This is an optimization exercise on Yosys and OpenROAD, whose aim is small area, a short achievable clock period and few clock cycles, not a production implementation. Where RTL was checked, it was by simulation tests only, not by an equivalence proof against the original. Power and IR drop assume default switching activity.

Design matrix_vector_multiply_top, start of the top module:
module matrix_vector_multiply_top
(
    input  logic                 clk,
    input  logic                 rst_n,
    input  logic                 cfg_we,
    input  logic [CFG_IDX_W-1:0] cfg_index,
    input  logic [CFG_W-1:0]     cfg_data,
    input  logic                 in_valid,
    output logic                 in_ready,
    input  logic                 in_cmd,
    input  logic [VALUE_W-1:0]   in_value,
    output logic                 out_valid,
    input  logic                 out_ready,
    output logic [VALUE_W-1:0]   out_row_sum,
    output logic [ROW_W-1:0]     out_row_number,
    output logic                 out_last
);
    logic               e_mat, e_first, e_emit, wr_lo, wr_hi, res_last;
    logic [VALUE_W-1:0] e_value, e_x;
    logic [MAX_DIM-1:0] e_hot;
    logic [ROW_W-1:0]   res_row;
    mvm_ctrl u_ctrl (
        .clk       (clk),
        .rst_n     (rst_n),
        .cfg_we    (cfg_we),
        .cfg_index (cfg_index),
        .cfg_data  (cfg_data),
        .in_valid  (in_valid),
        .in_ready  (in_ready),
  ...
Settings: LEC_CHECK=0, CAP_MARGIN=20, CORE_MARGIN=2, CORE_UTILIZATION=45, CTS_BUF_LIST=sky130_fd_sc_hd__clkbuf_16, CTS_CLUSTER_DIAMETER=50, CTS_CLUSTER_SIZE=28, PLACE_DENSITY=0.6, SETUP_SLACK_MARGIN=5, SLEW_MARGIN=20; clock period 9.0 ns.
standard.sh (not shown) runs the stock make flow with config.mk's settings and CLKGATE_MAP_FILE= SYNTH_SCRIPT=/design/flow/synth_recipe.tcl, a recipe that flattens the netlist after the stock synthesis.
==> flow/flow/run.sh <==
#!/bin/bash
set -euo pipefail
bash standard.sh SETUP_SLACK_MARGIN=5.6 finish > make.log 2>&1
Testbench counts at the start, summed over its fixed seeds: cycles 167,194.
Change:
==> flow/run.sh (new file) <==
#!/bin/bash
# synth_recipe.tcl (not shown) runs the flow's synth.tcl, then flattens the netlist and writes it again
# the make line also repeats each setting of config.mk as NAME=value (left out here)
make -C /OpenROAD-flow-scripts/flow DESIGN_CONFIG=/design/flow/config.mk WORK_HOME=/design/flow/orfs CLKGATE_MAP_FILE= SYNTH_SCRIPT=/design/flow/synth_recipe.tcl finish
CORE_UTILIZATION = 60   (was 45)
PLACE_DENSITY = 0.75   (was 0.6)
removed: flow/flow/run.sh
removed: flow/standard.sh
After rerunning:
- worst setup slack degrades by 0.18 ns
- wire length goes down by 10%
- via count goes down by 0.46%
- count of clock-buffer cells in the layout goes down by 29
- cell count goes down by 7.7%
- combinational power goes down by 16%
- power goes down by 8.6%
- register-to-register slack degrades by 0.18 ns
- maximum frequency goes down by 4.7%
Change:
==> flow/flow/run.sh (new file) <==
#!/bin/bash
set -euo pipefail
bash standard.sh SETUP_SLACK_MARGIN=5.6 finish > make.log 2>&1
==> flow/standard.sh (new file) <==
#!/bin/bash
# synth_recipe.tcl (not shown) runs the flow's synth.tcl, then flattens the netlist and writes it again
# the make line also repeats each setting of config.mk as NAME=value (left out here)
make -C /OpenROAD-flow-scripts/flow DESIGN_CONFIG=/design/flow/config.mk WORK_HOME=/design/flow/orfs CLKGATE_MAP_FILE= SYNTH_SCRIPT=/design/flow/synth_recipe.tcl "${@:-finish}"
removed: flow/run.sh
=> The changed run passed the timing, DRC and antenna checks; wire length climbs by 2.6%; total power climbs by 5.6%; utilization climbs by 1.7 points.

* * *

matrix_vector_multiply_top, a different RTL version from the one above (not shown whole).
For scale: about 8300 cells after synthesis, about 2700 flip-flops.
==> flow/design.v (excerpt) <==
module matrix_vector_multiply_top
(
    input  logic                 clk,
    input  logic                 rst_n,
    input  logic                 cfg_we,
    input  logic [CFG_IDX_W-1:0] cfg_index,
    input  logic [CFG_W-1:0]     cfg_data,
    input  logic                 in_valid,
    output logic                 in_ready,
    input  logic                 in_cmd,
    input  logic [VALUE_W-1:0]   in_value,
    output logic                 out_valid,
    input  logic                 out_ready,
    output logic [VALUE_W-1:0]   out_row_sum,
    output logic [ROW_W-1:0]     out_row_number,
    output logic                 out_last
);
==> flow/config.mk <==
export PLATFORM = sky130hd
export DESIGN_NAME = matrix_vector_multiply_top
export DESIGN_NICKNAME = matrix_vector_multiply_top
export VERILOG_FILES = /design/flow/design.v
export SDC_FILE = /design/flow/constraint.sdc
export NUM_CORES = 4
export LEC_CHECK = 0
export CAP_MARGIN = 20
export CORE_MARGIN = 2
export CORE_UTILIZATION = 45
export CTS_BUF_LIST = sky130_fd_sc_hd__clkbuf_16
export CTS_CLUSTER_DIAMETER = 50
export CTS_CLUSTER_SIZE = 28
export PLACE_DENSITY = 0.6
export SETUP_SLACK_MARGIN = 5
export SLEW_MARGIN = 20
==> flow/constraint.sdc <==
create_clock -name core_clock -period 9.0 [get_ports {clk}]
set_input_delay 1.8000 -clock core_clock [delete_from_list [all_inputs] [get_ports {clk}]]
set_output_delay 1.8000 -clock core_clock [all_outputs]
set_load 0.01 [all_outputs]
run.sh (not shown) runs the stock make flow with config.mk's settings and CLKGATE_MAP_FILE= SYNTH_SCRIPT=/design/flow/synth_recipe.tcl, a recipe that flattens the netlist after the stock synthesis.
Stock flow here: none of the scripts above is used.
The baseline went through all stages and came out clean.
Then changed:
--- a/flow/config.mk
+++ b/flow/config.mk
@@ -9,7 +9,4 @@
 export CORE_MARGIN = 2
 export CORE_UTILIZATION = 45
-export CTS_BUF_LIST = sky130_fd_sc_hd__clkbuf_16
-export CTS_CLUSTER_DIAMETER = 50
-export CTS_CLUSTER_SIZE = 28
 export PLACE_DENSITY = 0.6
 export SETUP_SLACK_MARGIN = 5
After rerunning:
- non-clock buffer count falls by 2
- total power went up by 8.0%
- clock-buffer cell count is higher by 204
No functional check of the RTL was part of any run of this note.

* * *

matrix_vector_multiply_top, a different RTL version from the one above (not shown whole).
Size: roughly 8300 cells after synthesis, ~87 I/O pins, roughly 0.10 mm2 of cells after synthesis.
Settings: LEC_CHECK=0, CAP_MARGIN=20, CORE_MARGIN=2, CORE_UTILIZATION=60, CTS_BUF_LIST=sky130_fd_sc_hd__clkbuf_16, CTS_CLUSTER_DIAMETER=80, CTS_CLUSTER_SIZE=30, PLACE_DENSITY=0.75, SETUP_SLACK_MARGIN=5, SLEW_MARGIN=20; clock period 9.0 ns.
standard.sh (not shown) runs the stock make flow with config.mk's settings and CLKGATE_MAP_FILE= SYNTH_SCRIPT=/design/flow/synth_recipe.tcl, a recipe that flattens the netlist after the stock synthesis.
==> flow/flow/run.sh <==
#!/bin/bash
set -euo pipefail
bash standard.sh SETUP_SLACK_MARGIN=5.7 finish > make.log 2>&1
The starting point completed without violations.
Testbench counts at the start, summed over its fixed seeds: cycles 167,971.
Edit:
==> flow/flow/run.sh (replaced) <==
#!/bin/bash
set -euo pipefail
bash standard.sh SETUP_SLACK_MARGIN=5.6 finish > make.log 2>&1
CTS_CLUSTER_DIAMETER = 50   (was 80)
CTS_CLUSTER_SIZE = 28   (was 30)
What happened:
- The new run completed without violations
- global-route usage decreases by 0.64 points
- cell area increases by 0.93%
- register-to-register slack is better by 0.08 ns
- non-clock buffer count decreases by 89
- area after synthesis stays the same
- first-iteration DRC count decreases by 6.7%
- sequential cell count is unchanged
- routed wire length decreases by 4.9%
- sequential share of layout area decreases by 0.55 points
- worst hold slack is better by 0.011 ns
Edit:
CTS_CLUSTER_DIAMETER = 80   (was 50)
CTS_CLUSTER_SIZE = 30   (was 28)
Effect: Register-to-register slack degrades by 0.02 ns; fmax fell by 0.68%; sequential share of layout area grows by 1.2 points; total power is lower by 7.4%; via count falls by 0.82%; worst hold slack hardly moves.

port drivers added, routing unchanged:
The results above use ideal ports. As a check the final layouts listed here were re-extracted and re-timed, cells and wires unchanged.
Step 1 sets driving cells, clkbuf_16 on the clock port and buf_2 on the other inputs (assumed; they add their load-dependent delay and slew).
Step 2 adds t to the input delays and takes it off the output delays; t is the mean of the earliest and latest rising clock arrival at the registers after step 1. Input paths then give back, and output paths get back, about the clock's delay inside the block.
Three values: ideal, step 1, step 2; two values: the first two.
| run | t, ns | setup slack, ns | worst slew at a driven data input, ns |
|---|---|---|---|
| the first run of note 1 | 0.960 | 5.277 / 5.277 / 4.828 | 0.05 |
| the second run of note 1 | 0.915 | 5.095 / 5.095 / 4.322 | 0.05 |
| the third run of note 1 | 0.939 | 5.271 / 5.271 / 4.853 | 0.19 |
| the first run of note 2 | 0.987 | 5.152 / 5.152 / 4.414 | 0.16 |
| the second run of note 2 | 1.026 | 5.162 / 5.162 / 4.427 | 0.17 |
| the first run of note 3 | 0.908 | 5.375 / 5.375 / 4.877 | 0.09 |
| the second run of note 3 | 0.952 | 5.459 / 5.459 / 4.868 | 0.05 |
| the third run of note 3 | 0.891 | 5.435 / 5.435 / 4.866 | 0.05 |
After both steps every run listed still meets setup and hold. The setup slack of the second run of note 1, which loses most, moves by 0.000 ns with the drivers and by -0.773 ns with both steps.
